This is an optimization exercise on Yosys and OpenROAD, whose aim is small area, a short achievable clock period and few clock cycles per item, not a production implementation. At most, simulation tests tie the RTL to the original design; equivalence was not proved. Function not checked in run 2: the RTL went through the layout flow alone.

## flow/design.v (module list and top-level ports; edited modules follow where they fit)
// module km_mul_pipe: 5128 lines
module km_mul_pipe (
    input  logic        clk,
    input  logic        rst,
    input  logic        in_valid,
    output logic        in_ready,
    input  logic        mode,
    input  logic [31:0] in1,
    input  logic [31:0] in2,
    input  logic [3:0]  in_tag,
    output logic        out_valid,
    input  logic        out_ready,
    output logic [3:0]  out_tag,
    output logic [31:0] out_L,
    output logic [31:0] out_H
);
  // ...
==> flow/flow/run.sh <==
#!/bin/bash
# Layout flow: the standard ORFS flow with two changes.
#  1. The port buffers are buf_2 cells instead of the delay buffer buffer_ports picks.
#  2. Between synthesis and floorplan, flow/fixinv.py removes inverters between
#     full-adder cells by flipping the polarity of some adders (a full adder is
#     self-dual) and swapping some xor2/xnor2 cells. Registers and their names
#     are untouched.
# Each tool's output goes to a log file in this folder.
set -euo pipefail
W=$(pwd)
R=$W/orfs/results/$FLOW_PLATFORM/km_mul_pipe/base
PB='BUFFER_PORTS_ARGS=-buffer_cell sky130_fd_sc_hd__buf_2'
bash standard.sh "$PB" synth > "$W/flow_synth.log" 2>&1
cp "$R/1_2_yosys.v" "$W/synth_netlist.v"
python3 flow/fixinv.py "$W/synth_netlist.v" "$W/fixed_netlist.v" > "$W/flow_fixinv.log" 2>&1
cat "$W/flow_fixinv.log"
cp "$W/fixed_netlist.v" "$R/1_2_yosys.v"
rm -f "$R/1_synth.odb" "$R/1_synth.sdc"
bash standard.sh "$PB" finish > "$W/flow_finish.log" 2>&1
==> flow/flow/fixinv.py <==
#!/usr/bin/env python3
"""Remove inverters between full-adder cells in a Yosys gate netlist.

A full adder is self-dual: FA(~a, ~b, ~c) = ~FA(a, b, c) for both sum and
carry. Yosys's extract_fa picks each adder's polarity on its own, which leaves
an inverter on many adder-to-adder wires. This script chooses, for every
sky130 fa cell, whether to use it in flipped polarity (inputs and outputs
complemented), and for every xor2/xnor2 cell whose output is handled here,
whether to swap it for the other one (same size, complemented output), so
that as few inverters as possible are needed, then rewires the netlist: each wire that needs its complement gets one inverter, and the
old inverters in those wires are removed. Registers and ports are untouched;
the function of every register input and output port stays the same.

usage: fixinv.py IN.v OUT.v
"""
import re
import sys
from collections import defaultdict

src = open(sys.argv[1]).read()
OUTPINS = {'X', 'Y', 'Q', 'Q_N', 'SUM', 'COUT', 'HI', 'LO'}
PFX = 'sky130_fd_sc_hd__'

m = re.search(r'\bmodule\b.*?;', src, re.S)
body_start = m.end()
body_end = src.rindex('endmodule')
body = src[body_start:body_end]

# split into statements
stmts = []
pos = 0
for mm in re.finditer(r';', body):
    stmts.append(body[pos:mm.end()])
    pos = mm.end()
tail = body[pos:]

ports = set()
for st in stmts:
    s = st.strip()
    mp = re.match(r'(input|output|inout)\s+(\[[^\]]*\]\s*)?(\S+)\s*;', s)
    if mp:
        ports.add(mp.group(3))

inst_re = re.compile(r'^\s*(\S+)\s+(\S+)\s*\((.*)\)\s*;\s*$', re.S)
pin_re = re.compile(r'\.(\w+)\(\s*((?:\\\S+\s)|[^()]*?)\s*\)')

insts = []   # dict(type, name, pins{pin: net}, idx)
for i, st in enumerate(stmts):
    s = st.strip()
    if not s.startswith(PFX):
        continue
    mi = inst_re.match(st)
    if not mi:
        continue
    pins = {}
    for pm in pin_re.finditer(mi.group(3)):
        pins[pm.group(1)] = pm.group(2).strip()
    insts.append({'type': mi.group(1)[len(PFX):], 'name': mi.group(2), 'pins': pins, 'idx': i})


def is_inv(c):
    return re.match(r'inv_\d+$', c['type']) is not None


def is_fa(c):
    return re.match(r'fa_\d+$', c['type']) is not None


def is_xo(c):
    return re.match(r'x(n?)or2_[124]$', c['type']) is not None


def outpin(c):
    for p in ('X', 'Y', 'SUM', 'COUT', 'Q'):
        if p in c['pins']:
            return p


def portbase(net):
    return re.sub(r'\s*\[\d+\]$', '', net)


driver = {}
loads = defaultdict(list)
for c in insts:
    for p, n in c['pins'].items():
        if p in OUTPINS:
            driver[n] = (c, p)
        else:
            loads[n].append((c, p))


def isconst(n):
    return "'" in n


def base_of(n):
    par = 0
    while n in driver and is_inv(driver[n][0]):
        n = driver[n][0]['pins']['A']
        par ^= 1
    return n, par


def tree(b):
    """consumer pins of base net b through inverter chains: list of (cell, pin, parity),
    plus the inverters and nets in the tree; None if a port sits inside the tree."""
    cons = []
    invs = []
    nets = []
    stack = [(b, 0)]
    while stack:
        n, par = stack.pop()
        nets.append(n)
        for c, p in loads[n]:
            if is_inv(c):
                invs.append(c)
                stack.append((c['pins']['Y'], par ^ 1))
            else:
                cons.append((c, p, par))
    for n in nets[1:]:
        if portbase(n) in ports:
            return None
    return cons, invs


fas = [c for c in insts if is_fa(c)]
nfa_cells = len(fas)
fas += [c for c in insts if is_xo(c)]
fa_id = {id(c): k for k, c in enumerate(fas)}

# in-scope base nets: driven by an FA, or feeding an FA input
scope = {}
for c in fas[:nfa_cells]:
    for p in ('COUT', 'SUM'):
        n = c['pins'].get(p)
        if n is not None:
            scope[n] = None
    for p in ('A', 'B', 'CIN'):
        n = c['pins'][p]
        if isconst(n):
            continue
        b, _ = base_of(n)
        scope[b] = None
frozen = set()
for b in list(scope):
    if isconst(b):
        del scope[b]
        continue
    t = tree(b)
    if t is None:
        del scope[b]
        continue
    scope[b] = t
# an FA touching an out-of-scope net (or a constant) keeps its polarity;
# so does an xor gate whose output is not in scope
for c in fas[nfa_cells:]:
    if c['pins'].get(outpin(c)) not in scope:
        frozen.add(fa_id[id(c)])
for c in fas[:nfa_cells]:
    ok = True
    for p in ('A', 'B', 'CIN'):
        n = c['pins'][p]
        if isconst(n) or base_of(n)[0] not in scope:
            ok = False
    for p in ('COUT', 'SUM'):
        if c['pins'].get(p) not in scope:
            ok = False
    if not ok:
        frozen.add(fa_id[id(c)])

f = [0] * len(fas)
drv_fa = {}
for b in scope:
    if b in driver and (is_fa(driver[b][0]) or is_xo(driver[b][0])):
        drv_fa[b] = fa_id[id(driver[b][0])]
# nets touching each FA
fa_nets = defaultdict(set)
for b, (cons, invs) in scope.items():
    if b in drv_fa:
        fa_nets[drv_fa[b]].add(b)
    for c, p, par in cons:
        if is_fa(c):
            fa_nets[fa_id[id(c)]].add(b)
        elif is_xo(c) and id(c) in fa_id:
            pass


def net_cost(b):
    cons, _ = scope[b]
    phys = f[drv_fa[b]] if b in drv_fa else 0
    for c, p, par in cons:
        need = par ^ (f[fa_id[id(c)]] if is_fa(c) else 0)
        if need != phys:
            return 1
    return 0


before = sum(net_cost(b) for b in scope)
old_invs = sum(len(scope[b][1]) for b in scope)
changed = True
rounds = 0
while changed and rounds < 50:
    changed = False
    rounds += 1
    for k in range(len(fas)):
        if k in frozen:
            continue
        ns = fa_nets[k]
        c0 = sum(net_cost(b) for b in ns)
        f[k] ^= 1
        c1 = sum(net_cost(b) for b in ns)
        if c1 < c0:
            changed = True
        else:
            f[k] ^= 1
# annealing on top of the greedy result (deterministic seed)
import math
import random
rng = random.Random(1)
free = [k for k in range(len(fas)) if k not in frozen]
cur = sum(net_cost(b) for b in scope)
best = cur
bestf = list(f)
if free:
    steps = 60 * len(free)
    for it in range(steps):
        T = 1.0 * (1 - it / steps) + 0.02
        k = rng.choice(free)
        ns = fa_nets[k]
        c0 = sum(net_cost(b) for b in ns)
        f[k] ^= 1
        c1 = sum(net_cost(b) for b in ns)
        d = c1 - c0
        if d <= 0 or rng.random() < math.exp(-d / T):
            cur += d
            if cur < best:
                best = cur
                bestf = list(f)
        else:
            f[k] ^= 1
    f[:] = bestf
after = sum(net_cost(b) for b in scope)

# rewrite
newpins = {}     # (cell name, pin) -> net
dead = set()
extra = []
cnt = 0
for b, (cons, invs) in scope.items():
    phys = f[drv_fa[b]] if b in drv_fa else 0
    for c in invs:
        dead.add(c['name'])
    invnet = None
    for c, p, par in cons:
        need = par ^ (f[fa_id[id(c)]] if is_fa(c) else 0)
        if need == phys:
            newpins[(c['name'], p)] = b
        else:
            if invnet is None:
                cnt += 1
                invnet = 'fixinv_n%d' % cnt
                extra.append('  wire %s;\n' % invnet)
                extra.append('  %sinv_1 fixinv_%d (\n    .A(%s),\n    .Y(%s)\n  );\n' % (PFX, cnt, b if not b.startswith('\\') else b + ' ', invnet))
            newpins[(c['name'], p)] = invnet


def fmtnet(n):
    return n + ' ' if n.startswith('\\') else n


out_stmts = []
for c in insts:
    pass
byidx = {c['idx']: c for c in insts}
for i, st in enumerate(stmts):
    c = byidx.get(i)
    if c is None:
        out_stmts.append(st)
        continue
    if c['name'] in dead:
        continue
    xflip = is_xo(c) and f[fa_id[id(c)]] == 1
    if xflip:
        if c['type'].startswith('xor'):
            c['type'] = 'xn' + c['type'][1:]
            c['pins'] = {('Y' if p == 'X' else p): n for p, n in c['pins'].items()}
        else:
            c['type'] = 'x' + c['type'][2:]
            c['pins'] = {('X' if p == 'Y' else p): n for p, n in c['pins'].items()}
    if not xflip and not any((c['name'], p) in newpins for p in c['pins']):
        out_stmts.append(st)
        continue
    pins = dict(c['pins'])
    for p in pins:
        if (c['name'], p) in newpins:
            pins[p] = newpins[(c['name'], p)]
    txt = '\n  %s%s %s (\n%s\n  );' % (PFX, c['type'], c['name'],
                                       ',\n'.join('    .%s(%s)' % (p, fmtnet(n)) for p, n in pins.items()))
    out_stmts.append(txt)

res = src[:body_start] + ''.join(out_stmts) + '\n' + ''.join(extra) + tail + src[body_end:]
open(sys.argv[2], 'w').write(res)
print('fa cells %d, xor cells %d (frozen %d), flipped %d; inverters in scope before %d (needed %d), after %d'
      % (nfa_cells, len(fas) - nfa_cells, len(frozen), sum(f), old_invs, before, after))
==> flow/standard.sh <==
#!/bin/bash
# synth_recipe.tcl (not shown) runs the flow's synth.tcl, then flattens the netlist and writes it again
# the make line also repeats each setting of config.mk as NAME=value (left out here)
make -C /OpenROAD-flow-scripts/flow DESIGN_CONFIG=/design/flow/config.mk WORK_HOME=/design/flow/orfs CLKGATE_MAP_FILE= SYNTH_SCRIPT=/design/flow/synth_recipe.tcl "${@:-finish}"
==> flow/config.mk <==
export PLATFORM = sky130hd
export DESIGN_NAME = km_mul_pipe
export DESIGN_NICKNAME = km_mul_pipe
export VERILOG_FILES = /design/flow/design.v
export SDC_FILE = /design/flow/constraint.sdc
export NUM_CORES = 4
export LEC_CHECK = 0
export CAP_MARGIN = 20
export CORE_MARGIN = 2
export CORE_UTILIZATION = 45
export SETUP_SLACK_MARGIN = 3.2
export SLEW_MARGIN = 20
==> flow/constraint.sdc <==
create_clock -name core_clock -period 7.0 [get_ports {clk}]
set_input_delay 1.4000 -clock core_clock [delete_from_list [all_inputs] [get_ports {clk}]]
set_output_delay 1.4000 -clock core_clock [all_outputs]
set_load 0.01 [all_outputs]
==> metrics.cfg, run 1 <==
[setup_path]
cp_cell_sequence = buf_6 -> clkbuf_16 -> a22oi_1 -> xor2_1 -> fa_2 -> fa_2 -> fa_1 -> fa_2 -> fa_2
timing.rr.start = r1_in1_22
regToRegSetupSlack_ns = 3.12
path_class = register to register
crit_end = r2_fa_1513
slowest_delay_ns = 0.63

[yosys]
yosys_warnings = 2
avgSynthCellArea_um2 = 11.9

[min_path]
hold-path-endpoint = o_q[0]
min_path_type = register to register

[timing]
clock_skew_ns = 0.0284
hold_violations = 0
fin_crit_sh_pct = 55.4
grt_setup_unrepaired = true

[placed_design]
placed_area_mm2 = 0.0342

[floorplanning]
taps = 950
die-area_mm2 = 0.0749
io_pins = 143

[final_layout]
multi_input_gates = 2047
drive_gt1_share_pct = 22.0
instances_no_fill = 3812
nonClockBufferCount = 346
diodes = 1

[routing]
ant_nets = 0
wirelength_um = 110000
vias_per_cell = 6.39

[run]
max-cap-violations = 0

[global_route]
grtUsageMet3_pct = 11.1
grt_first_pass_wirelength_um = 163000

[cts]
cts_buffers = 37
cts_tree = done
cts-root-buf = clkbuf_16

[outcome]
outcome = no timing/DRC/antenna violations

Testbench counts, summed over its fixed seeds: cycles 8,024, items 8,000.
==> run 2, diff against run 1 <==
--- a/flow/design.v
+++ b/flow/design.v
@@ -1630,38 +1630,71 @@
     logic fa_1505;
     logic fa_1506;
     logic fa_1507;
     logic fa_1508;
     logic fa_1509;
     logic fa_1510;
     logic fa_1511;
     logic fa_1512;
+    logic r2_fa_1337;
+    logic r2_fa_1340;
+    logic r2_fa_1339;
     logic fa_1513;
     logic fa_1514;
+    logic r2_fa_1341;
+    logic r2_fa_1344;
+    logic r2_fa_1343;
     logic fa_1515;
     logic fa_1516;
+    logic r2_fa_1345;
+    logic r2_fa_1348;
+    logic r2_fa_1347;
     logic fa_1517;
     logic fa_1518;
+    logic r2_fa_1349;
+    logic r2_fa_1352;
+    logic r2_fa_1351;
     logic fa_1519;
     logic fa_1520;
+    logic r2_fa_1353;
+    logic r2_fa_1356;
+    logic r2_fa_1355;
     logic fa_1521;
     logic fa_1522;
+    logic r2_fa_1357;
+    logic r2_fa_1360;
+    logic r2_fa_1359;
     logic fa_1523;
     logic fa_1524;
+    logic r2_fa_1361;
+    logic r2_fa_1364;
+    logic r2_fa_1363;
     logic fa_1525;
     logic fa_1526;
+    logic r2_fa_1365;
+    logic r2_fa_1368;
+    logic r2_fa_1367;
     logic fa_1527;
     logic fa_1528;
+    logic r2_fa_1369;
+    logic r2_fa_1372;
+    logic r2_fa_1371;
     logic fa_1529;
     logic fa_1530;
+    logic r2_fa_1373;
+    logic r2_fa_1376;
+    logic r2_fa_1375;
     logic fa_1531;
     logic fa_1532;
     logic fa_1533;
     logic fa_1534;
+    logic r2_fa_1384;
+    logic r2_fa_1381;
+    logic r2_fa_1383;
     logic fa_1535;
     logic fa_1536;
     logic fa_1537;
     logic fa_1538;
     logic fa_1539;
     logic fa_1540;
     logic fa_1541;
     logic fa_1542;
@@ -1731,28 +1764,49 @@
     logic fa_1606;
     logic fa_1607;
     logic fa_1608;
     logic fa_1609;
     logic fa_1610;
     logic fa_1611;
     logic fa_1612;
     logic fa_1613;
+    logic r2_fa_1302;
+    logic r2_fa_1492;
+    logic r2_fa_1493;
     logic fa_1614;
     logic fa_1615;
+    logic r2_fa_1306;
+    logic r2_fa_1494;
+    logic r2_fa_1495;
     logic fa_1616;
     logic fa_1617;
+    logic r2_fa_1310;
+    logic r2_fa_1496;
+    logic r2_fa_1497;
     logic fa_1618;
     logic fa_1619;
+    logic r2_fa_1314;
+    logic r2_fa_1498;
+    logic r2_fa_1499;
     logic fa_1620;
     logic fa_1621;
+    logic r2_fa_1318;
+    logic r2_fa_1500;
+    logic r2_fa_1501;
     logic fa_1622;
     logic fa_1623;
+    logic r2_fa_1322;
+    logic r2_fa_1502;
+    logic r2_fa_1503;
     logic fa_1624;
     logic fa_1625;
+    logic r2_fa_1326;
+    logic r2_fa_1504;
+    logic r2_fa_1505;
     logic fa_1626;
     logic fa_1627;
     logic r2_fa_1330;
     logic r2_fa_1506;
     logic r2_fa_1507;
     logic fa_1628;
     logic fa_1629;
     logic r2_fa_1334;
@@ -1762,101 +1816,97 @@
     logic fa_1631;
     logic r2_fa_1338;
     logic r2_fa_1510;
     logic r2_fa_1511;
     logic fa_1632;
     logic fa_1633;
     logic r2_fa_1342;
     logic r2_fa_1512;
-    logic r2_fa_1513;
     logic fa_1634;
     logic fa_1635;
     logic r2_fa_1346;
-    logic r2_fa_1514;
-    logic r2_fa_1515;
     logic fa_1636;
     logic fa_1637;
     logic r2_fa_1350;
-    logic r2_fa_1516;
-    logic r2_fa_1517;
     logic fa_1638;
     logic fa_1639;
     logic r2_fa_1354;
-    logic r2_fa_1518;
-    logic r2_fa_1519;
     logic fa_1640;
     logic fa_1641;
     logic r2_fa_1358;
-    logic r2_fa_1520;
-    logic r2_fa_1521;
     logic fa_1642;
     logic fa_1643;
     logic r2_fa_1362;
-    logic r2_fa_1522;
-    logic r2_fa_1523;
     logic fa_1644;
     logic fa_1645;
     logic r2_fa_1366;
-    logic r2_fa_1524;
-    logic r2_fa_1525;
     logic fa_1646;
     logic fa_1647;
     logic r2_fa_1370;
-    logic r2_fa_1526;
-    logic r2_fa_1527;
     logic fa_1648;
     logic fa_1649;
     logic r2_fa_1374;
-    logic r2_fa_1528;
-    logic r2_fa_1529;
     logic fa_1650;
     logic fa_1651;
     logic r2_fa_1378;
-    logic r2_fa_1530;
-    logic r2_fa_1531;
     logic fa_1652;
     logic fa_1653;
     logic r2_fa_1382;
-    logic r2_fa_1532;
     logic r2_fa_1533;
     logic fa_1654;
     logic fa_1655;
     logic r2_fa_1386;
     logic r2_fa_1534;
-    logic r2_fa_1535;
     logic fa_1656;
     logic fa_1657;
     logic r2_fa_1390;
-    logic r2_fa_1536;
     logic r2_fa_1537;
     logic fa_1658;
     logic fa_1659;
     logic r2_fa_1394;
     logic r2_fa_1538;
     logic r2_fa_1539;
     logic fa_1660;
     logic fa_1661;
     logic r2_fa_1395;
     logic r2_fa_1541;
     logic r2_fa_1540;
     logic fa_1662;
     logic fa_1663;
+    logic r2_fa_1402;
+    logic r2_fa_1542;
+    logic r2_fa_1543;
     logic fa_1664;
     logic fa_1665;
+    logic r2_fa_1406;
+    logic r2_fa_1544;
+    logic r2_fa_1545;
     logic fa_1666;
     logic fa_1667;
+    logic r2_fa_1410;
+    logic r2_fa_1546;
+    logic r2_fa_1547;
     logic fa_1668;
     logic fa_1669;
+    logic r2_fa_1414;
+    logic r2_fa_1548;
+    logic r2_fa_1549;
     logic fa_1670;
     logic fa_1671;
+    logic r2_fa_1418;
+    logic r2_fa_1550;
+    logic r2_fa_1551;
     logic fa_1672;
     logic fa_1673;
     logic fa_1674;
     logic fa_1675;
+    logic r2_fa_1426;
+    logic r2_fa_1554;
+    logic r2_fa_1555;
     logic fa_1676;
     logic fa_1677;
     logic fa_1678;
     logic fa_1679;
     logic fa_1680;
     logic fa_1681;
     logic fa_1682;
     logic fa_1683;
@@ -1912,44 +1962,30 @@
     logic gp_1733;
     logic gp_1734;
     logic gp_1735;
     logic gp_1736;
     logic gp_1737;
     logic gp_1738;
     logic gp_1739;
     logic r2_fa_1613;
-    logic r2_fa_1614;
     logic gp_1740;
     logic gp_1741;
-    logic r2_fa_1615;
-    logic r2_fa_1616;
     logic gp_1742;
     logic gp_1743;
-    logic r2_fa_1617;
-    logic r2_fa_1618;
     logic gp_1744;
     logic gp_1745;
-    logic r2_fa_1619;
-    logic r2_fa_1620;
     logic gp_1746;
     logic gp_1747;
-    logic r2_fa_1621;
-    logic r2_fa_1622;
     logic gp_1748;
     logic gp_1749;
-    logic r2_fa_1623;
-    logic r2_fa_1624;
     logic gp_1750;
     logic gp_1751;
-    logic r2_fa_1625;
-    logic r2_fa_1626;
     logic gp_1752;
     logic gp_1753;
-    logic r2_fa_1627;
     logic gp_1754;
     logic gp_1755;
     logic gp_1756;
     logic gp_1757;
     logic gp_1758;
     logic gp_1759;
     logic gp_1760;
     logic gp_1761;
@@ -1976,51 +2012,41 @@
     logic gp_1782;
     logic gp_1783;
     logic gp_1784;
     logic gp_1785;
     logic gp_1786;
     logic gp_1787;
     logic gp_1788;
     logic gp_1789;
-    logic r2_fa_1664;
     logic gp_1790;
     logic gp_1791;
-    logic r2_fa_1665;
-    logic r2_fa_1666;
     logic gp_1792;
     logic gp_1793;
-    logic r2_fa_1667;
-    logic r2_fa_1668;
     logic gp_1794;
     logic gp_1795;
-    logic r2_fa_1669;
-    logic r2_fa_1670;
     logic gp_1796;
     logic gp_1797;
-    logic r2_fa_1671;
-    logic r2_fa_1672;
     logic gp_1798;
     logic gp_1799;
-    logic r2_fa_1673;
     logic r2_fa_1674;
     logic gp_1800;
     logic gp_1801;
     logic r2_fa_1675;
-    logic r2_fa_1676;
     logic gp_1802;
     logic gp_1803;
-    logic r2_fa_1677;
     logic r2_fa_1678;
     logic gp_1804;
     logic gp_1805;
     logic r2_fa_1679;
     logic r2_fa_1680;
     logic gp_1806;
     logic gp_1807;
+    logic r2_fa_1681;
+    logic r2_fa_1682;
     logic gp_1808;
     logic gp_1809;
     logic gp_1810;
     logic gp_1811;
     logic gp_1812;
     logic gp_1813;
     logic gp_1814;
     logic gp_1815;
@@ -2091,18 +2117,16 @@
     logic G_1874;
     logic P_1875;
     logic G_1876;
     logic P_1877;
     logic G_1878;
     logic P_1879;
     logic G_1880;
     logic P_1881;
-    logic r2_gp_1808;
-    logic r2_gp_1809;
     logic G_1882;
     logic P_1883;
     logic G_1884;
     logic P_1885;
     logic G_1886;
     logic P_1887;
     logic G_1888;
     logic P_1889;
@@ -4056,40 +4080,40 @@
     assign fa_1505 = fa_1321 ^ fa_1323 ^ fa_1324;
     assign fa_1506 = (fa_1321 & fa_1323) | (fa_1321 & fa_1324) | (fa_1323 & fa_1324);
     assign fa_1507 = fa_1325 ^ fa_1328 ^ fa_1327;
     assign fa_1508 = (fa_1325 & fa_1328) | (fa_1325 & fa_1327) | (fa_1328 & fa_1327);
     assign fa_1509 = fa_1329 ^ fa_1332 ^ fa_1331;
     assign fa_1510 = (fa_1329 & fa_1332) | (fa_1329 & fa_1331) | (fa_1332 & fa_1331);
     assign fa_1511 = fa_1333 ^ fa_1336 ^ fa_1335;
     assign fa_1512 = (fa_1333 & fa_1336) | (fa_1333 & fa_1335) | (fa_1336 & fa_1335);
-    assign fa_1513 = fa_1337 ^ fa_1340 ^ fa_1339;
-    assign fa_1514 = (fa_1337 & fa_1340) | (fa_1337 & fa_1339) | (fa_1340 & fa_1339);
-    assign fa_1515 = fa_1341 ^ fa_1344 ^ fa_1343;
-    assign fa_1516 = (fa_1341 & fa_1344) | (fa_1341 & fa_1343) | (fa_1344 & fa_1343);
-    assign fa_1517 = fa_1345 ^ fa_1348 ^ fa_1347;
-    assign fa_1518 = (fa_1345 & fa_1348) | (fa_1345 & fa_1347) | (fa_1348 & fa_1347);
-    assign fa_1519 = fa_1349 ^ fa_1352 ^ fa_1351;
-    assign fa_1520 = (fa_1349 & fa_1352) | (fa_1349 & fa_1351) | (fa_1352 & fa_1351);
-    assign fa_1521 = fa_1353 ^ fa_1356 ^ fa_1355;
-    assign fa_1522 = (fa_1353 & fa_1356) | (fa_1353 & fa_1355) | (fa_1356 & fa_1355);
-    assign fa_1523 = fa_1357 ^ fa_1360 ^ fa_1359;
-    assign fa_1524 = (fa_1357 & fa_1360) | (fa_1357 & fa_1359) | (fa_1360 & fa_1359);
-    assign fa_1525 = fa_1361 ^ fa_1364 ^ fa_1363;
-    assign fa_1526 = (fa_1361 & fa_1364) | (fa_1361 & fa_1363) | (fa_1364 & fa_1363);
-    assign fa_1527 = fa_1365 ^ fa_1368 ^ fa_1367;
-    assign fa_1528 = (fa_1365 & fa_1368) | (fa_1365 & fa_1367) | (fa_1368 & fa_1367);
-    assign fa_1529 = fa_1369 ^ fa_1372 ^ fa_1371;
-    assign fa_1530 = (fa_1369 & fa_1372) | (fa_1369 & fa_1371) | (fa_1372 & fa_1371);
-    assign fa_1531 = fa_1373 ^ fa_1376 ^ fa_1375;
-    assign fa_1532 = (fa_1373 & fa_1376) | (fa_1373 & fa_1375) | (fa_1376 & fa_1375);
+    assign fa_1513 = r2_fa_1337 ^ r2_fa_1340 ^ r2_fa_1339;
+    assign fa_1514 = (r2_fa_1337 & r2_fa_1340) | (r2_fa_1337 & r2_fa_1339) | (r2_fa_1340 & r2_fa_1339);
+    assign fa_1515 = r2_fa_1341 ^ r2_fa_1344 ^ r2_fa_1343;
+    assign fa_1516 = (r2_fa_1341 & r2_fa_1344) | (r2_fa_1341 & r2_fa_1343) | (r2_fa_1344 & r2_fa_1343);
+    assign fa_1517 = r2_fa_1345 ^ r2_fa_1348 ^ r2_fa_1347;
+    assign fa_1518 = (r2_fa_1345 & r2_fa_1348) | (r2_fa_1345 & r2_fa_1347) | (r2_fa_1348 & r2_fa_1347);
+    assign fa_1519 = r2_fa_1349 ^ r2_fa_1352 ^ r2_fa_1351;
+    assign fa_1520 = (r2_fa_1349 & r2_fa_1352) | (r2_fa_1349 & r2_fa_1351) | (r2_fa_1352 & r2_fa_1351);
+    assign fa_1521 = r2_fa_1353 ^ r2_fa_1356 ^ r2_fa_1355;
+    assign fa_1522 = (r2_fa_1353 & r2_fa_1356) | (r2_fa_1353 & r2_fa_1355) | (r2_fa_1356 & r2_fa_1355);
+    assign fa_1523 = r2_fa_1357 ^ r2_fa_1360 ^ r2_fa_1359;
+    assign fa_1524 = (r2_fa_1357 & r2_fa_1360) | (r2_fa_1357 & r2_fa_1359) | (r2_fa_1360 & r2_fa_1359);
+    assign fa_1525 = r2_fa_1361 ^ r2_fa_1364 ^ r2_fa_1363;
+    assign fa_1526 = (r2_fa_1361 & r2_fa_1364) | (r2_fa_1361 & r2_fa_1363) | (r2_fa_1364 & r2_fa_1363);
+    assign fa_1527 = r2_fa_1365 ^ r2_fa_1368 ^ r2_fa_1367;
+    assign fa_1528 = (r2_fa_1365 & r2_fa_1368) | (r2_fa_1365 & r2_fa_1367) | (r2_fa_1368 & r2_fa_1367);
+    assign fa_1529 = r2_fa_1369 ^ r2_fa_1372 ^ r2_fa_1371;
+    assign fa_1530 = (r2_fa_1369 & r2_fa_1372) | (r2_fa_1369 & r2_fa_1371) | (r2_fa_1372 & r2_fa_1371);
+    assign fa_1531 = r2_fa_1373 ^ r2_fa_1376 ^ r2_fa_1375;
+    assign fa_1532 = (r2_fa_1373 & r2_fa_1376) | (r2_fa_1373 & r2_fa_1375) | (r2_fa_1376 & r2_fa_1375);
     assign fa_1533 = fa_1377 ^ fa_1380 ^ fa_1379;
     assign fa_1534 = (fa_1377 & fa_1380) | (fa_1377 & fa_1379) | (fa_1380 & fa_1379);
-    assign fa_1535 = fa_1384 ^ fa_1381 ^ fa_1383;
-    assign fa_1536 = (fa_1384 & fa_1381) | (fa_1384 & fa_1383) | (fa_1381 & fa_1383);
+    assign fa_1535 = r2_fa_1384 ^ r2_fa_1381 ^ r2_fa_1383;
+    assign fa_1536 = (r2_fa_1384 & r2_fa_1381) | (r2_fa_1384 & r2_fa_1383) | (r2_fa_1381 & r2_fa_1383);
     assign fa_1537 = fa_1385 ^ fa_1388 ^ fa_1387;
     assign fa_1538 = (fa_1385 & fa_1388) | (fa_1385 & fa_1387) | (fa_1388 & fa_1387);
     assign fa_1539 = fa_1389 ^ fa_1392 ^ fa_1391;
     assign fa_1540 = (fa_1389 & fa_1392) | (fa_1389 & fa_1391) | (fa_1392 & fa_1391);
     assign fa_1541 = fa_1393 ^ fa_1396 ^ fa_1398;
     assign fa_1542 = (fa_1393 & fa_1396) | (fa_1393 & fa_1398) | (fa_1396 & fa_1398);
     assign fa_1543 = fa_1397 ^ fa_1400 ^ fa_1399;
     assign fa_1544 = (fa_1397 & fa_1400) | (fa_1397 & fa_1399) | (fa_1400 & fa_1399);
@@ -4157,80 +4181,80 @@
     assign fa_1606 = fa_1286 ^ fa_1484 ^ fa_1485;
     assign fa_1607 = (fa_1286 & fa_1484) | (fa_1286 & fa_1485) | (fa_1484 & fa_1485);
     assign fa_1608 = fa_1290 ^ fa_1486 ^ fa_1487;
     assign fa_1609 = (fa_1290 & fa_1486) | (fa_1290 & fa_1487) | (fa_1486 & fa_1487);
     assign fa_1610 = fa_1294 ^ fa_1488 ^ fa_1489;
     assign fa_1611 = (fa_1294 & fa_1488) | (fa_1294 & fa_1489) | (fa_1488 & fa_1489);
     assign fa_1612 = fa_1298 ^ fa_1490 ^ fa_1491;
     assign fa_1613 = (fa_1298 & fa_1490) | (fa_1298 & fa_1491) | (fa_1490 & fa_1491);
-    assign fa_1614 = fa_1302 ^ fa_1492 ^ fa_1493;
-    assign fa_1615 = (fa_1302 & fa_1492) | (fa_1302 & fa_1493) | (fa_1492 & fa_1493);
-    assign fa_1616 = fa_1306 ^ fa_1494 ^ fa_1495;
-    assign fa_1617 = (fa_1306 & fa_1494) | (fa_1306 & fa_1495) | (fa_1494 & fa_1495);
-    assign fa_1618 = fa_1310 ^ fa_1496 ^ fa_1497;
-    assign fa_1619 = (fa_1310 & fa_1496) | (fa_1310 & fa_1497) | (fa_1496 & fa_1497);
-    assign fa_1620 = fa_1314 ^ fa_1498 ^ fa_1499;
-    assign fa_1621 = (fa_1314 & fa_1498) | (fa_1314 & fa_1499) | (fa_1498 & fa_1499);
-    assign fa_1622 = fa_1318 ^ fa_1500 ^ fa_1501;
-    assign fa_1623 = (fa_1318 & fa_1500) | (fa_1318 & fa_1501) | (fa_1500 & fa_1501);
-    assign fa_1624 = fa_1322 ^ fa_1502 ^ fa_1503;
-    assign fa_1625 = (fa_1322 & fa_1502) | (fa_1322 & fa_1503) | (fa_1502 & fa_1503);
-    assign fa_1626 = fa_1326 ^ fa_1504 ^ fa_1505;
-    assign fa_1627 = (fa_1326 & fa_1504) | (fa_1326 & fa_1505) | (fa_1504 & fa_1505);
+    assign fa_1614 = r2_fa_1302 ^ r2_fa_1492 ^ r2_fa_1493;
+    assign fa_1615 = (r2_fa_1302 & r2_fa_1492) | (r2_fa_1302 & r2_fa_1493) | (r2_fa_1492 & r2_fa_1493);
+    assign fa_1616 = r2_fa_1306 ^ r2_fa_1494 ^ r2_fa_1495;
+    assign fa_1617 = (r2_fa_1306 & r2_fa_1494) | (r2_fa_1306 & r2_fa_1495) | (r2_fa_1494 & r2_fa_1495);
+    assign fa_1618 = r2_fa_1310 ^ r2_fa_1496 ^ r2_fa_1497;
+    assign fa_1619 = (r2_fa_1310 & r2_fa_1496) | (r2_fa_1310 & r2_fa_1497) | (r2_fa_1496 & r2_fa_1497);
+    assign fa_1620 = r2_fa_1314 ^ r2_fa_1498 ^ r2_fa_1499;
+    assign fa_1621 = (r2_fa_1314 & r2_fa_1498) | (r2_fa_1314 & r2_fa_1499) | (r2_fa_1498 & r2_fa_1499);
+    assign fa_1622 = r2_fa_1318 ^ r2_fa_1500 ^ r2_fa_1501;
+    assign fa_1623 = (r2_fa_1318 & r2_fa_1500) | (r2_fa_1318 & r2_fa_1501) | (r2_fa_1500 & r2_fa_1501);
+    assign fa_1624 = r2_fa_1322 ^ r2_fa_1502 ^ r2_fa_1503;
+    assign fa_1625 = (r2_fa_1322 & r2_fa_1502) | (r2_fa_1322 & r2_fa_1503) | (r2_fa_1502 & r2_fa_1503);
+    assign fa_1626 = r2_fa_1326 ^ r2_fa_1504 ^ r2_fa_1505;
+    assign fa_1627 = (r2_fa_1326 & r2_fa_1504) | (r2_fa_1326 & r2_fa_1505) | (r2_fa_1504 & r2_fa_1505);
     assign fa_1628 = r2_fa_1330 ^ r2_fa_1506 ^ r2_fa_1507;
     assign fa_1629 = (r2_fa_1330 & r2_fa_1506) | (r2_fa_1330 & r2_fa_1507) | (r2_fa_1506 & r2_fa_1507);
     assign fa_1630 = r2_fa_1334 ^ r2_fa_1508 ^ r2_fa_1509;
     assign fa_1631 = (r2_fa_1334 & r2_fa_1508) | (r2_fa_1334 & r2_fa_1509) | (r2_fa_1508 & r2_fa_1509);
     assign fa_1632 = r2_fa_1338 ^ r2_fa_1510 ^ r2_fa_1511;
     assign fa_1633 = (r2_fa_1338 & r2_fa_1510) | (r2_fa_1338 & r2_fa_1511) | (r2_fa_1510 & r2_fa_1511);
-    assign fa_1634 = r2_fa_1342 ^ r2_fa_1512 ^ r2_fa_1513;
-    assign fa_1635 = (r2_fa_1342 & r2_fa_1512) | (r2_fa_1342 & r2_fa_1513) | (r2_fa_1512 & r2_fa_1513);
-    assign fa_1636 = r2_fa_1346 ^ r2_fa_1514 ^ r2_fa_1515;
-    assign fa_1637 = (r2_fa_1346 & r2_fa_1514) | (r2_fa_1346 & r2_fa_1515) | (r2_fa_1514 & r2_fa_1515);
-    assign fa_1638 = r2_fa_1350 ^ r2_fa_1516 ^ r2_fa_1517;
-    assign fa_1639 = (r2_fa_1350 & r2_fa_1516) | (r2_fa_1350 & r2_fa_1517) | (r2_fa_1516 & r2_fa_1517);
-    assign fa_1640 = r2_fa_1354 ^ r2_fa_1518 ^ r2_fa_1519;
-    assign fa_1641 = (r2_fa_1354 & r2_fa_1518) | (r2_fa_1354 & r2_fa_1519) | (r2_fa_1518 & r2_fa_1519);
-    assign fa_1642 = r2_fa_1358 ^ r2_fa_1520 ^ r2_fa_1521;
-    assign fa_1643 = (r2_fa_1358 & r2_fa_1520) | (r2_fa_1358 & r2_fa_1521) | (r2_fa_1520 & r2_fa_1521);
-    assign fa_1644 = r2_fa_1362 ^ r2_fa_1522 ^ r2_fa_1523;
-    assign fa_1645 = (r2_fa_1362 & r2_fa_1522) | (r2_fa_1362 & r2_fa_1523) | (r2_fa_1522 & r2_fa_1523);
-    assign fa_1646 = r2_fa_1366 ^ r2_fa_1524 ^ r2_fa_1525;
-    assign fa_1647 = (r2_fa_1366 & r2_fa_1524) | (r2_fa_1366 & r2_fa_1525) | (r2_fa_1524 & r2_fa_1525);
-    assign fa_1648 = r2_fa_1370 ^ r2_fa_1526 ^ r2_fa_1527;
-    assign fa_1649 = (r2_fa_1370 & r2_fa_1526) | (r2_fa_1370 & r2_fa_1527) | (r2_fa_1526 & r2_fa_1527);
-    assign fa_1650 = r2_fa_1374 ^ r2_fa_1528 ^ r2_fa_1529;
-    assign fa_1651 = (r2_fa_1374 & r2_fa_1528) | (r2_fa_1374 & r2_fa_1529) | (r2_fa_1528 & r2_fa_1529);
-    assign fa_1652 = r2_fa_1378 ^ r2_fa_1530 ^ r2_fa_1531;
-    assign fa_1653 = (r2_fa_1378 & r2_fa_1530) | (r2_fa_1378 & r2_fa_1531) | (r2_fa_1530 & r2_fa_1531);
-    assign fa_1654 = r2_fa_1382 ^ r2_fa_1532 ^ r2_fa_1533;
-    assign fa_1655 = (r2_fa_1382 & r2_fa_1532) | (r2_fa_1382 & r2_fa_1533) | (r2_fa_1532 & r2_fa_1533);
-    assign fa_1656 = r2_fa_1386 ^ r2_fa_1534 ^ r2_fa_1535;
-    assign fa_1657 = (r2_fa_1386 & r2_fa_1534) | (r2_fa_1386 & r2_fa_1535) | (r2_fa_1534 & r2_fa_1535);
-    assign fa_1658 = r2_fa_1390 ^ r2_fa_1536 ^ r2_fa_1537;
-    assign fa_1659 = (r2_fa_1390 & r2_fa_1536) | (r2_fa_1390 & r2_fa_1537) | (r2_fa_1536 & r2_fa_1537);
+    assign fa_1634 = r2_fa_1342 ^ r2_fa_1512 ^ fa_1513;
+    assign fa_1635 = (r2_fa_1342 & r2_fa_1512) | (r2_fa_1342 & fa_1513) | (r2_fa_1512 & fa_1513);
+    assign fa_1636 = r2_fa_1346 ^ fa_1514 ^ fa_1515;
+    assign fa_1637 = (r2_fa_1346 & fa_1514) | (r2_fa_1346 & fa_1515) | (fa_1514 & fa_1515);
+    assign fa_1638 = r2_fa_1350 ^ fa_1516 ^ fa_1517;
+    assign fa_1639 = (r2_fa_1350 & fa_1516) | (r2_fa_1350 & fa_1517) | (fa_1516 & fa_1517);
+    assign fa_1640 = r2_fa_1354 ^ fa_1518 ^ fa_1519;
+    assign fa_1641 = (r2_fa_1354 & fa_1518) | (r2_fa_1354 & fa_1519) | (fa_1518 & fa_1519);
+    assign fa_1642 = r2_fa_1358 ^ fa_1520 ^ fa_1521;
+    assign fa_1643 = (r2_fa_1358 & fa_1520) | (r2_fa_1358 & fa_1521) | (fa_1520 & fa_1521);
+    assign fa_1644 = r2_fa_1362 ^ fa_1522 ^ fa_1523;
+    assign fa_1645 = (r2_fa_1362 & fa_1522) | (r2_fa_1362 & fa_1523) | (fa_1522 & fa_1523);
+    assign fa_1646 = r2_fa_1366 ^ fa_1524 ^ fa_1525;
+    assign fa_1647 = (r2_fa_1366 & fa_1524) | (r2_fa_1366 & fa_1525) | (fa_1524 & fa_1525);
+    assign fa_1648 = r2_fa_1370 ^ fa_1526 ^ fa_1527;
+    assign fa_1649 = (r2_fa_1370 & fa_1526) | (r2_fa_1370 & fa_1527) | (fa_1526 & fa_1527);
+    assign fa_1650 = r2_fa_1374 ^ fa_1528 ^ fa_1529;
+    assign fa_1651 = (r2_fa_1374 & fa_1528) | (r2_fa_1374 & fa_1529) | (fa_1528 & fa_1529);
+    assign fa_1652 = r2_fa_1378 ^ fa_1530 ^ fa_1531;
+    assign fa_1653 = (r2_fa_1378 & fa_1530) | (r2_fa_1378 & fa_1531) | (fa_1530 & fa_1531);
+    assign fa_1654 = r2_fa_1382 ^ r2_fa_1533 ^ fa_1532;
+    assign fa_1655 = (r2_fa_1382 & r2_fa_1533) | (r2_fa_1382 & fa_1532) | (r2_fa_1533 & fa_1532);
+    assign fa_1656 = r2_fa_1386 ^ r2_fa_1534 ^ fa_1535;
+    assign fa_1657 = (r2_fa_1386 & r2_fa_1534) | (r2_fa_1386 & fa_1535) | (r2_fa_1534 & fa_1535);
+    assign fa_1658 = r2_fa_1390 ^ r2_fa_1537 ^ fa_1536;
+    assign fa_1659 = (r2_fa_1390 & r2_fa_1537) | (r2_fa_1390 & fa_1536) | (r2_fa_1537 & fa_1536);
     assign fa_1660 = r2_fa_1394 ^ r2_fa_1538 ^ r2_fa_1539;
     assign fa_1661 = (r2_fa_1394 & r2_fa_1538) | (r2_fa_1394 & r2_fa_1539) | (r2_fa_1538 & r2_fa_1539);
     assign fa_1662 = r2_fa_1395 ^ r2_fa_1541 ^ r2_fa_1540;
     assign fa_1663 = (r2_fa_1395 & r2_fa_1541) | (r2_fa_1395 & r2_fa_1540) | (r2_fa_1541 & r2_fa_1540);
-    assign fa_1664 = fa_1402 ^ fa_1542 ^ fa_1543;
-    assign fa_1665 = (fa_1402 & fa_1542) | (fa_1402 & fa_1543) | (fa_1542 & fa_1543);
-    assign fa_1666 = fa_1406 ^ fa_1544 ^ fa_1545;
-    assign fa_1667 = (fa_1406 & fa_1544) | (fa_1406 & fa_1545) | (fa_1544 & fa_1545);
-    assign fa_1668 = fa_1410 ^ fa_1546 ^ fa_1547;
-    assign fa_1669 = (fa_1410 & fa_1546) | (fa_1410 & fa_1547) | (fa_1546 & fa_1547);
-    assign fa_1670 = fa_1414 ^ fa_1548 ^ fa_1549;
-    assign fa_1671 = (fa_1414 & fa_1548) | (fa_1414 & fa_1549) | (fa_1548 & fa_1549);
-    assign fa_1672 = fa_1418 ^ fa_1550 ^ fa_1551;
-    assign fa_1673 = (fa_1418 & fa_1550) | (fa_1418 & fa_1551) | (fa_1550 & fa_1551);
+    assign fa_1664 = r2_fa_1402 ^ r2_fa_1542 ^ r2_fa_1543;
+    assign fa_1665 = (r2_fa_1402 & r2_fa_1542) | (r2_fa_1402 & r2_fa_1543) | (r2_fa_1542 & r2_fa_1543);
+    assign fa_1666 = r2_fa_1406 ^ r2_fa_1544 ^ r2_fa_1545;
+    assign fa_1667 = (r2_fa_1406 & r2_fa_1544) | (r2_fa_1406 & r2_fa_1545) | (r2_fa_1544 & r2_fa_1545);
+    assign fa_1668 = r2_fa_1410 ^ r2_fa_1546 ^ r2_fa_1547;
+    assign fa_1669 = (r2_fa_1410 & r2_fa_1546) | (r2_fa_1410 & r2_fa_1547) | (r2_fa_1546 & r2_fa_1547);
+    assign fa_1670 = r2_fa_1414 ^ r2_fa_1548 ^ r2_fa_1549;
+    assign fa_1671 = (r2_fa_1414 & r2_fa_1548) | (r2_fa_1414 & r2_fa_1549) | (r2_fa_1548 & r2_fa_1549);
+    assign fa_1672 = r2_fa_1418 ^ r2_fa_1550 ^ r2_fa_1551;
+    assign fa_1673 = (r2_fa_1418 & r2_fa_1550) | (r2_fa_1418 & r2_fa_1551) | (r2_fa_1550 & r2_fa_1551);
     assign fa_1674 = fa_1422 ^ fa_1552 ^ fa_1553;
     assign fa_1675 = (fa_1422 & fa_1552) | (fa_1422 & fa_1553) | (fa_1552 & fa_1553);
-    assign fa_1676 = fa_1426 ^ fa_1554 ^ fa_1555;
-    assign fa_1677 = (fa_1426 & fa_1554) | (fa_1426 & fa_1555) | (fa_1554 & fa_1555);
+    assign fa_1676 = r2_fa_1426 ^ r2_fa_1554 ^ r2_fa_1555;
+    assign fa_1677 = (r2_fa_1426 & r2_fa_1554) | (r2_fa_1426 & r2_fa_1555) | (r2_fa_1554 & r2_fa_1555);
     assign fa_1678 = fa_1430 ^ fa_1556 ^ fa_1557;
     assign fa_1679 = (fa_1430 & fa_1556) | (fa_1430 & fa_1557) | (fa_1556 & fa_1557);
     assign fa_1680 = fa_1431 ^ fa_1559 ^ fa_1558;
     assign fa_1681 = (fa_1431 & fa_1559) | (fa_1431 & fa_1558) | (fa_1559 & fa_1558);
     assign fa_1682 = fa_1438 ^ fa_1560 ^ fa_1561;
     assign fa_1683 = (fa_1438 & fa_1560) | (fa_1438 & fa_1561) | (fa_1560 & fa_1561);
     assign fa_1684 = fa_1442 ^ fa_1562 ^ fa_1563;
     assign fa_1685 = (fa_1442 & fa_1562) | (fa_1442 & fa_1563) | (fa_1562 & fa_1563);
@@ -4283,32 +4307,32 @@
     assign gp_1732 = fa_1605 & fa_1606;
     assign gp_1733 = fa_1605 ^ fa_1606;
     assign gp_1734 = fa_1607 & fa_1608;
     assign gp_1735 = fa_1607 ^ fa_1608;
     assign gp_1736 = fa_1609 & fa_1610;
     assign gp_1737 = fa_1609 ^ fa_1610;
     assign gp_1738 = fa_1611 & fa_1612;
     assign gp_1739 = fa_1611 ^ fa_1612;
-    assign gp_1740 = r2_fa_1613 & r2_fa_1614;
-    assign gp_1741 = r2_fa_1613 ^ r2_fa_1614;
-    assign gp_1742 = r2_fa_1615 & r2_fa_1616;
-    assign gp_1743 = r2_fa_1615 ^ r2_fa_1616;
-    assign gp_1744 = r2_fa_1617 & r2_fa_1618;
-    assign gp_1745 = r2_fa_1617 ^ r2_fa_1618;
-    assign gp_1746 = r2_fa_1619 & r2_fa_1620;
-    assign gp_1747 = r2_fa_1619 ^ r2_fa_1620;
-    assign gp_1748 = r2_fa_1621 & r2_fa_1622;
-    assign gp_1749 = r2_fa_1621 ^ r2_fa_1622;
-    assign gp_1750 = r2_fa_1623 & r2_fa_1624;
-    assign gp_1751 = r2_fa_1623 ^ r2_fa_1624;
-    assign gp_1752 = r2_fa_1625 & r2_fa_1626;
-    assign gp_1753 = r2_fa_1625 ^ r2_fa_1626;
-    assign gp_1754 = r2_fa_1627 & fa_1628;
-    assign gp_1755 = r2_fa_1627 ^ fa_1628;
+    assign gp_1740 = r2_fa_1613 & fa_1614;
+    assign gp_1741 = r2_fa_1613 ^ fa_1614;
+    assign gp_1742 = fa_1615 & fa_1616;
+    assign gp_1743 = fa_1615 ^ fa_1616;
+    assign gp_1744 = fa_1617 & fa_1618;
+    assign gp_1745 = fa_1617 ^ fa_1618;
+    assign gp_1746 = fa_1619 & fa_1620;
+    assign gp_1747 = fa_1619 ^ fa_1620;
+    assign gp_1748 = fa_1621 & fa_1622;
+    assign gp_1749 = fa_1621 ^ fa_1622;
+    assign gp_1750 = fa_1623 & fa_1624;
+    assign gp_1751 = fa_1623 ^ fa_1624;
+    assign gp_1752 = fa_1625 & fa_1626;
+    assign gp_1753 = fa_1625 ^ fa_1626;
+    assign gp_1754 = fa_1627 & fa_1628;
+    assign gp_1755 = fa_1627 ^ fa_1628;
     assign gp_1756 = fa_1629 & fa_1630;
     assign gp_1757 = fa_1629 ^ fa_1630;
     assign gp_1758 = fa_1631 & fa_1632;
     assign gp_1759 = fa_1631 ^ fa_1632;
     assign gp_1760 = fa_1633 & fa_1634;
     assign gp_1761 = fa_1633 ^ fa_1634;
     assign gp_1762 = fa_1635 & fa_1636;
     assign gp_1763 = fa_1635 ^ fa_1636;
@@ -4333,36 +4357,36 @@
     assign gp_1782 = fa_1655 & fa_1656;
     assign gp_1783 = fa_1655 ^ fa_1656;
     assign gp_1784 = fa_1657 & fa_1658;
     assign gp_1785 = fa_1657 ^ fa_1658;
     assign gp_1786 = fa_1659 & fa_1660;
     assign gp_1787 = fa_1659 ^ fa_1660;
     assign gp_1788 = fa_1661 & fa_1662;
     assign gp_1789 = fa_1661 ^ fa_1662;
-    assign gp_1790 = fa_1663 & r2_fa_1664;
-    assign gp_1791 = fa_1663 ^ r2_fa_1664;
-    assign gp_1792 = r2_fa_1665 & r2_fa_1666;
-    assign gp_1793 = r2_fa_1665 ^ r2_fa_1666;
-    assign gp_1794 = r2_fa_1667 & r2_fa_1668;
-    assign gp_1795 = r2_fa_1667 ^ r2_fa_1668;
-    assign gp_1796 = r2_fa_1669 & r2_fa_1670;
-    assign gp_1797 = r2_fa_1669 ^ r2_fa_1670;
-    assign gp_1798 = r2_fa_1671 & r2_fa_1672;
-    assign gp_1799 = r2_fa_1671 ^ r2_fa_1672;
-    assign gp_1800 = r2_fa_1673 & r2_fa_1674;
-    assign gp_1801 = r2_fa_1673 ^ r2_fa_1674;
-    assign gp_1802 = r2_fa_1675 & r2_fa_1676;
-    assign gp_1803 = r2_fa_1675 ^ r2_fa_1676;
-    assign gp_1804 = r2_fa_1677 & r2_fa_1678;
-    assign gp_1805 = r2_fa_1677 ^ r2_fa_1678;
+    assign gp_1790 = fa_1663 & fa_1664;
+    assign gp_1791 = fa_1663 ^ fa_1664;
+    assign gp_1792 = fa_1665 & fa_1666;
+    assign gp_1793 = fa_1665 ^ fa_1666;
+    assign gp_1794 = fa_1667 & fa_1668;
+    assign gp_1795 = fa_1667 ^ fa_1668;
+    assign gp_1796 = fa_1669 & fa_1670;
+    assign gp_1797 = fa_1669 ^ fa_1670;
+    assign gp_1798 = fa_1671 & fa_1672;
+    assign gp_1799 = fa_1671 ^ fa_1672;
+    assign gp_1800 = fa_1673 & r2_fa_1674;
+    assign gp_1801 = fa_1673 ^ r2_fa_1674;
+    assign gp_1802 = r2_fa_1675 & fa_1676;
+    assign gp_1803 = r2_fa_1675 ^ fa_1676;
+    assign gp_1804 = fa_1677 & r2_fa_1678;
+    assign gp_1805 = fa_1677 ^ r2_fa_1678;
     assign gp_1806 = r2_fa_1679 & r2_fa_1680;
     assign gp_1807 = r2_fa_1679 ^ r2_fa_1680;
-    assign gp_1808 = fa_1681 & fa_1682;
-    assign gp_1809 = fa_1681 ^ fa_1682;
+    assign gp_1808 = r2_fa_1681 & r2_fa_1682;
+    assign gp_1809 = r2_fa_1681 ^ r2_fa_1682;
     assign gp_1810 = fa_1683 & fa_1684;
     assign gp_1811 = fa_1683 ^ fa_1684;
     assign gp_1812 = fa_1685 & fa_1686;
     assign gp_1813 = fa_1685 ^ fa_1686;
     assign gp_1814 = fa_1687 & fa_1688;
     assign gp_1815 = fa_1687 ^ fa_1688;
     assign gp_1816 = fa_1689 & fa_1690;
     assign gp_1817 = fa_1689 ^ fa_1690;
@@ -4425,18 +4449,18 @@
     assign G_1874 = gp_1792 | (gp_1793 & gp_1790);
     assign P_1875 = gp_1793 & gp_1791;
     assign G_1876 = gp_1796 | (gp_1797 & gp_1794);
     assign P_1877 = gp_1797 & gp_1795;
     assign G_1878 = gp_1800 | (gp_1801 & gp_1798);
     assign P_1879 = gp_1801 & gp_1799;
     assign G_1880 = gp_1804 | (gp_1805 & gp_1802);
     assign P_1881 = gp_1805 & gp_1803;
-    assign G_1882 = r2_gp_1808 | (r2_gp_1809 & gp_1806);
-    assign P_1883 = r2_gp_1809 & gp_1807;
+    assign G_1882 = gp_1808 | (gp_1809 & gp_1806);
+    assign P_1883 = gp_1809 & gp_1807;
     assign G_1884 = gp_1812 | (gp_1813 & gp_1810);
     assign P_1885 = gp_1813 & gp_1811;
     assign G_1886 = gp_1816 | (gp_1817 & gp_1814);
     assign P_1887 = gp_1817 & gp_1815;
     assign G_1888 = gp_1820 | (gp_1821 & gp_1818);
     assign P_1889 = gp_1821 & gp_1819;
     assign G_1890 = gp_1824 | (gp_1825 & gp_1822);
     assign P_1891 = gp_1825 & gp_1823;
@@ -4809,17 +4833,17 @@
     assign s_2258 = gp_1793 ^ G_2174;
     assign s_2259 = gp_1795 ^ G_2176;
     assign s_2260 = gp_1797 ^ G_2178;
     assign s_2261 = gp_1799 ^ G_2180;
     assign s_2262 = gp_1801 ^ G_2182;
     assign s_2263 = gp_1803 ^ G_2184;
     assign s_2264 = gp_1805 ^ G_2186;
     assign s_2265 = gp_1807 ^ G_2188;
-    assign s_2266 = r2_gp_1809 ^ G_2190;
+    assign s_2266 = gp_1809 ^ G_2190;
     assign s_2267 = r2_gp_1811 ^ G_2192;
     assign s_2268 = r2_gp_1813 ^ G_2194;
     assign s_2269 = r2_gp_1815 ^ G_2196;
     assign s_2270 = r2_gp_1817 ^ G_2198;
     assign s_2271 = r2_gp_1819 ^ G_2200;
     assign s_2272 = r2_gp_1821 ^ G_2202;
     assign s_2273 = r2_gp_1823 ^ G_2204;
     assign s_2274 = r2_gp_1825 ^ G_2206;
@@ -4903,110 +4927,134 @@
             r1_two_515 <= two_515;
             r1_one_551 <= one_551;
             r1_neg_553 <= neg_553;
             r1_two_552 <= two_552;
             r1_one_588 <= one_588;
             r1_neg_590 <= neg_590;
             r1_two_589 <= two_589;
             r1_b_32 <= b_32;
+            r2_fa_1337 <= fa_1337;
+            r2_fa_1340 <= fa_1340;
+            r2_fa_1339 <= fa_1339;
+            r2_fa_1341 <= fa_1341;
+            r2_fa_1344 <= fa_1344;
+            r2_fa_1343 <= fa_1343;
+            r2_fa_1345 <= fa_1345;
+            r2_fa_1348 <= fa_1348;
+            r2_fa_1347 <= fa_1347;
+            r2_fa_1349 <= fa_1349;
+            r2_fa_1352 <= fa_1352;
+            r2_fa_1351 <= fa_1351;
+            r2_fa_1353 <= fa_1353;
+            r2_fa_1356 <= fa_1356;
+            r2_fa_1355 <= fa_1355;
+            r2_fa_1357 <= fa_1357;
+            r2_fa_1360 <= fa_1360;
+            r2_fa_1359 <= fa_1359;
+            r2_fa_1361 <= fa_1361;
+            r2_fa_1364 <= fa_1364;
+            r2_fa_1363 <= fa_1363;
+            r2_fa_1365 <= fa_1365;
+            r2_fa_1368 <= fa_1368;
+            r2_fa_1367 <= fa_1367;
+            r2_fa_1369 <= fa_1369;
+            r2_fa_1372 <= fa_1372;
+            r2_fa_1371 <= fa_1371;
+            r2_fa_1373 <= fa_1373;
+            r2_fa_1376 <= fa_1376;
+            r2_fa_1375 <= fa_1375;
+            r2_fa_1384 <= fa_1384;
+            r2_fa_1381 <= fa_1381;
+            r2_fa_1383 <= fa_1383;
+            r2_fa_1302 <= fa_1302;
+            r2_fa_1492 <= fa_1492;
+            r2_fa_1493 <= fa_1493;
+            r2_fa_1306 <= fa_1306;
+            r2_fa_1494 <= fa_1494;
+            r2_fa_1495 <= fa_1495;
+            r2_fa_1310 <= fa_1310;
+            r2_fa_1496 <= fa_1496;
+            r2_fa_1497 <= fa_1497;
+            r2_fa_1314 <= fa_1314;
+            r2_fa_1498 <= fa_1498;
+            r2_fa_1499 <= fa_1499;
+            r2_fa_1318 <= fa_1318;
+            r2_fa_1500 <= fa_1500;
+            r2_fa_1501 <= fa_1501;
+            r2_fa_1322 <= fa_1322;
+            r2_fa_1502 <= fa_1502;
+            r2_fa_1503 <= fa_1503;
+            r2_fa_1326 <= fa_1326;
+            r2_fa_1504 <= fa_1504;
+            r2_fa_1505 <= fa_1505;
             r2_fa_1330 <= fa_1330;
             r2_fa_1506 <= fa_1506;
             r2_fa_1507 <= fa_1507;
             r2_fa_1334 <= fa_1334;
             r2_fa_1508 <= fa_1508;
             r2_fa_1509 <= fa_1509;
             r2_fa_1338 <= fa_1338;
             r2_fa_1510 <= fa_1510;
             r2_fa_1511 <= fa_1511;
             r2_fa_1342 <= fa_1342;
             r2_fa_1512 <= fa_1512;
-            r2_fa_1513 <= fa_1513;
             r2_fa_1346 <= fa_1346;
-            r2_fa_1514 <= fa_1514;
-            r2_fa_1515 <= fa_1515;
             r2_fa_1350 <= fa_1350;
-            r2_fa_1516 <= fa_1516;
-            r2_fa_1517 <= fa_1517;
             r2_fa_1354 <= fa_1354;
-            r2_fa_1518 <= fa_1518;
-            r2_fa_1519 <= fa_1519;
             r2_fa_1358 <= fa_1358;
-            r2_fa_1520 <= fa_1520;
-            r2_fa_1521 <= fa_1521;
             r2_fa_1362 <= fa_1362;
-            r2_fa_1522 <= fa_1522;
-            r2_fa_1523 <= fa_1523;
             r2_fa_1366 <= fa_1366;
-            r2_fa_1524 <= fa_1524;
-            r2_fa_1525 <= fa_1525;
             r2_fa_1370 <= fa_1370;
-            r2_fa_1526 <= fa_1526;
-            r2_fa_1527 <= fa_1527;
             r2_fa_1374 <= fa_1374;
-            r2_fa_1528 <= fa_1528;
-            r2_fa_1529 <= fa_1529;
             r2_fa_1378 <= fa_1378;
-            r2_fa_1530 <= fa_1530;
-            r2_fa_1531 <= fa_1531;
             r2_fa_1382 <= fa_1382;
-            r2_fa_1532 <= fa_1532;
             r2_fa_1533 <= fa_1533;
             r2_fa_1386 <= fa_1386;
             r2_fa_1534 <= fa_1534;
-            r2_fa_1535 <= fa_1535;
             r2_fa_1390 <= fa_1390;
-            r2_fa_1536 <= fa_1536;
             r2_fa_1537 <= fa_1537;
             r2_fa_1394 <= fa_1394;
             r2_fa_1538 <= fa_1538;
             r2_fa_1539 <= fa_1539;
             r2_fa_1395 <= fa_1395;
             r2_fa_1541 <= fa_1541;
             r2_fa_1540 <= fa_1540;
+            r2_fa_1402 <= fa_1402;
+            r2_fa_1542 <= fa_1542;
+            r2_fa_1543 <= fa_1543;
+            r2_fa_1406 <= fa_1406;
+            r2_fa_1544 <= fa_1544;
+            r2_fa_1545 <= fa_1545;
+            r2_fa_1410 <= fa_1410;
+            r2_fa_1546 <= fa_1546;
+            r2_fa_1547 <= fa_1547;
+            r2_fa_1414 <= fa_1414;
+            r2_fa_1548 <= fa_1548;
+            r2_fa_1549 <= fa_1549;
+            r2_fa_1418 <= fa_1418;
+            r2_fa_1550 <= fa_1550;
+            r2_fa_1551 <= fa_1551;
+            r2_fa_1426 <= fa_1426;
+            r2_fa_1554 <= fa_1554;
+            r2_fa_1555 <= fa_1555;
             r2_fa_1613 <= fa_1613;
-            r2_fa_1614 <= fa_1614;
-            r2_fa_1615 <= fa_1615;
-            r2_fa_1616 <= fa_1616;
-            r2_fa_1617 <= fa_1617;
-            r2_fa_1618 <= fa_1618;
-            r2_fa_1619 <= fa_1619;
-            r2_fa_1620 <= fa_1620;
-            r2_fa_1621 <= fa_1621;
-            r2_fa_1622 <= fa_1622;
-            r2_fa_1623 <= fa_1623;
-            r2_fa_1624 <= fa_1624;
-            r2_fa_1625 <= fa_1625;
-            r2_fa_1626 <= fa_1626;
-            r2_fa_1627 <= fa_1627;
-            r2_fa_1664 <= fa_1664;
-            r2_fa_1665 <= fa_1665;
-            r2_fa_1666 <= fa_1666;
-            r2_fa_1667 <= fa_1667;
-            r2_fa_1668 <= fa_1668;
-            r2_fa_1669 <= fa_1669;
-            r2_fa_1670 <= fa_1670;
-            r2_fa_1671 <= fa_1671;
-            r2_fa_1672 <= fa_1672;
-            r2_fa_1673 <= fa_1673;
             r2_fa_1674 <= fa_1674;
             r2_fa_1675 <= fa_1675;
-            r2_fa_1676 <= fa_1676;
-            r2_fa_1677 <= fa_1677;
             r2_fa_1678 <= fa_1678;
             r2_fa_1679 <= fa_1679;
             r2_fa_1680 <= fa_1680;
+            r2_fa_1681 <= fa_1681;
+            r2_fa_1682 <= fa_1682;
             r2_gp_1736 <= gp_1736;
             r2_gp_1737 <= gp_1737;
             r2_gp_1734 <= gp_1734;
             r2_gp_1735 <= gp_1735;
             r2_gp_1738 <= gp_1738;
             r2_gp_1739 <= gp_1739;
-            r2_gp_1808 <= gp_1808;
-            r2_gp_1809 <= gp_1809;
             r2_gp_1730 <= gp_1730;
             r2_gp_1731 <= gp_1731;
             r2_G_1842 <= G_1842;
             r2_P_1843 <= P_1843;
             r2_G_1844 <= G_1844;
             r2_P_1845 <= P_1845;
             r2_gp_1810 <= gp_1810;
             r2_gp_1811 <= gp_1811;
==> metrics.cfg, run 2 <==
[final_layout]
finalNetCount = 3518  ; was 3514
largest_reg_flops = 64  ; unchanged
regMostFlops = o_q  ; unchanged
final_common_cell = a22oi_1  ; unchanged
drive_gt1_share_pct = 16.8  ; was 22.0%
top_regs = o_q: 64 flops, tag_q: 8 flops, o_tag: 4 flops  ; unchanged
layout_common_cells = a22oi_1, fa_1, xnor2_1  ; unchanged
areaGrowthSynthToFinish_pct = 13.6  ; was 16.4%
diodes = 0  ; was 1

[min_path]
min_path_type = register to register  ; unchanged
hold-path-endpoint = o_q[6]  ; was o_q[0]
worstHoldPathCells = 0  ; unchanged
worstHoldStart = r2_s_2219  ; was r2_gp_1705

[timing]
slew_viol_final = 0  ; unchanged
clock_skew_ns = 0.0341  ; was 0.0284 ns
slew-limit-headroom_pct = 38.7  ; was 31.9%
hold_violations = 0  ; unchanged
clock.fmax_ghz = 0.263  ; was 0.258 GHz
fin_crit_sh_pct = 54.2  ; was 55.4%
setup-violations-final = 0  ; unchanged
finalCriticalPeriod_ns = 3.80  ; was 3.88 ns
grt_setup_unrepaired = true  ; unchanged
worst_slew_pin_slew_ns = 0.920  ; was 1.02 ns
final.setup.tns_ns = 0  ; unchanged

[cts]
clkSlewWorstSetupHoldPaths_ns = 0.06  ; about the same
cts_buffers = 39  ; was 37
cts-root-buf = clkbuf_16  ; unchanged
clk_latency_ns = 0.59  ; was 0.58 ns
cts_sinks = 330  ; was 306
h-tree-depth = 2  ; unchanged
cts_tree = done  ; unchanged
cts-hold-fix-buffers = 0  ; unchanged
cts.path.max_buffers = 3  ; unchanged

[floorplanning]
coreArea_mm2 = 0.0732  ; was 0.0717 mm2
io_pins = 143  ; unchanged
rows = 99  ; was 98
die_h_um = 276  ; was 274 um
dieWidth_um = 276  ; was 274 um
start_util_pct = 45.6  ; about the same
die-area_mm2 = 0.0764  ; was 0.0749 mm2

[yosys]
yosys_warnings = 2  ; unchanged
synthesis.nets = 3442  ; was 3417
synthCells = 2767  ; was 2742
syn-cell-area_mm2 = 0.0334  ; was 0.0327 mm2
avgSynthCellArea_um2 = 12.1  ; was 11.9 um2

[routing]
firstDrtPassIters = 6  ; was 8
first_iter_violations = 2856  ; was 3187
ant_nets = 0  ; unchanged
wirelength_um = 110000  ; about the same
drc_errors = 0  ; unchanged
vias_per_cell = 6.29  ; was 6.39
routedWlPerCell_um = 28.6  ; was 28.8 um
vias = 24100  ; was 24400

[outcome]
outcome = no timing/DRC/antenna violations  ; unchanged

[setup_path]
endpoint_kind = register  ; unchanged
crit_required_ns = 7.31  ; was 7.30 ns
crit_family = adder cells  ; unchanged
start_kind = register  ; unchanged
arrival_ns = 4.11  ; was 4.18 ns
slowest_delay_ns = 0.55  ; was 0.63 ns
path_class = register to register  ; unchanged
timing.rr.end = r2_gp_1739  ; was r2_fa_1513
regToRegSetupSlack_ns = 3.20  ; was 3.12 ns
cp_slowest_cell = fa_1  ; was fa_2
worst_path_most_repeated_cell = fa_1  ; was fa_2
path_max_fanout = 33  ; was 12
reg2reg_depth = 9  ; unchanged
critPathBufInv = 1  ; was 2
cp_cell_sequence = buf_12 -> a22oi_2 -> xnor2_1 -> ha_1 -> fa_1 -> fa_2 -> fa_1 -> fa_1 -> ha_1  ; was buf_6 -> clkbuf_16 -> a22oi_1 -> xor2_1 -> fa_2 -> fa_2 -> fa_1 -> fa_2 -> fa_2
timing.rr.start = r1_in1_14  ; was r1_in1_22

[global_route]
grt.total_usage_pct = 28.4  ; was 29.3%
grt_overflow_total = 0  ; unchanged
grt_antenna_before_repair = 1  ; unchanged
grt_first_pass_wirelength_um = 164000  ; was 163000 um
first_global_vias = 25900  ; was 26100
grt_max_degree = 143  ; was 156

[placed_design]
dp_hpwl_um = 70700  ; was 68300 um
gp_congestion = 0.930  ; was 0.942
port_buffers = 142  ; unchanged

[run]
max-cap-violations = 0  ; unchanged

[run 2: cell count changes in the layout (fill, tap and decap cells not counted), sizes merged, moves of 6 or more]
cell	delta
xnor2	+69
xor2	-67
edfxtp	+24
buf	-17
nand4	+13
and2	-7
clkbuf	+7
nand3	+7
a31oi	+6
nor2	-6
o21ai	+6
[run 2: what timing repair did]
item / CTS / global route
cloned: 2 / 2
pin swaps: 22 / 69
setup buffers: 73 / 19
setup endpoints to repair: 172 / 51
gates resized for setup: 77 / 135
[run 2: worst max path at each step]
stage / from / end / slack [ns] / depth (start not counted)
after global placement: r1_neg_479 / r2_P_1885 / 2.36 / 8
after detailed placement: r1_neg_479 / r2_P_1885 / 2.31 / 8
after floorplan: out_ready / in_ready / 1.89 / 1
final: r1_in1_14 / r2_gp_1739 / 3.20 / 9
after CTS: r1_in1_20 / r2_P_1885 / 3.16 / 9
after global routing: r2_fa_1375 / o_q[63] / 3.08 / 11
[run 2: final cells by class]
cell class                 count  area, um2
tap                          959       1200
multi-input combinational   2050      22500
inverter                      99        408
clock inverter                15        223
clock buffer                  56       1070
fill                        6275      35300
timing repair buffer         323       2610
sequential                   330       9890
[run 2: routing by layer]
layer  vias up  global-route usage [%]  share of wire [%]
met4         0                    11.5                4.6
met2      1687                    43.3                 44
li1       9860                       -                  -
met3       355                    8.58                 13
met5         -                       0                  0
met1     12200                    38.0                 38
[run 2: metrics by stage]
step	worst slack, ns	area (um2)	utilization [%]	instances	hold slack [ns]
final	3.20	37900	51.8	3832	0.419
after global routing	3.08	37900	51.8	3832	0.426
after CTS	3.16	37200	50.8	3811	0.420
after detailed placement	2.31	34900	47.7	3665	0.406
after global placement	2.36	34900	47.7	3665	0.401
after floorplan	1.89	33400	-	2767	0.400

static timing again, ports no longer ideal:
Ports are ideal in the flow. The routed layouts listed here were re-timed in OpenROAD.
Step 1: set_driving_cell puts a clkbuf_16 on clk and a buf_2 on each other input, an assumption about the parent block.
Step 2 moves the port delays by t, midway between the first and last clock arrival at a register: inputs arrive t later, outputs are due t later. That takes back most of the time a late clock gives input paths.
Three values: ideal, step 1, step 2; two values: the first two.
run	shift t [ns]	slack for setup (ns)	worst setup path at the end	worst slew at a driven data input, ns
run 1	0.629	3.125 / 3.125 / 3.125	register to register	0.04
run 2	0.632	3.204 / 3.204 / 3.204	register to register	0.05
After both steps setup and hold are still met in every run listed.
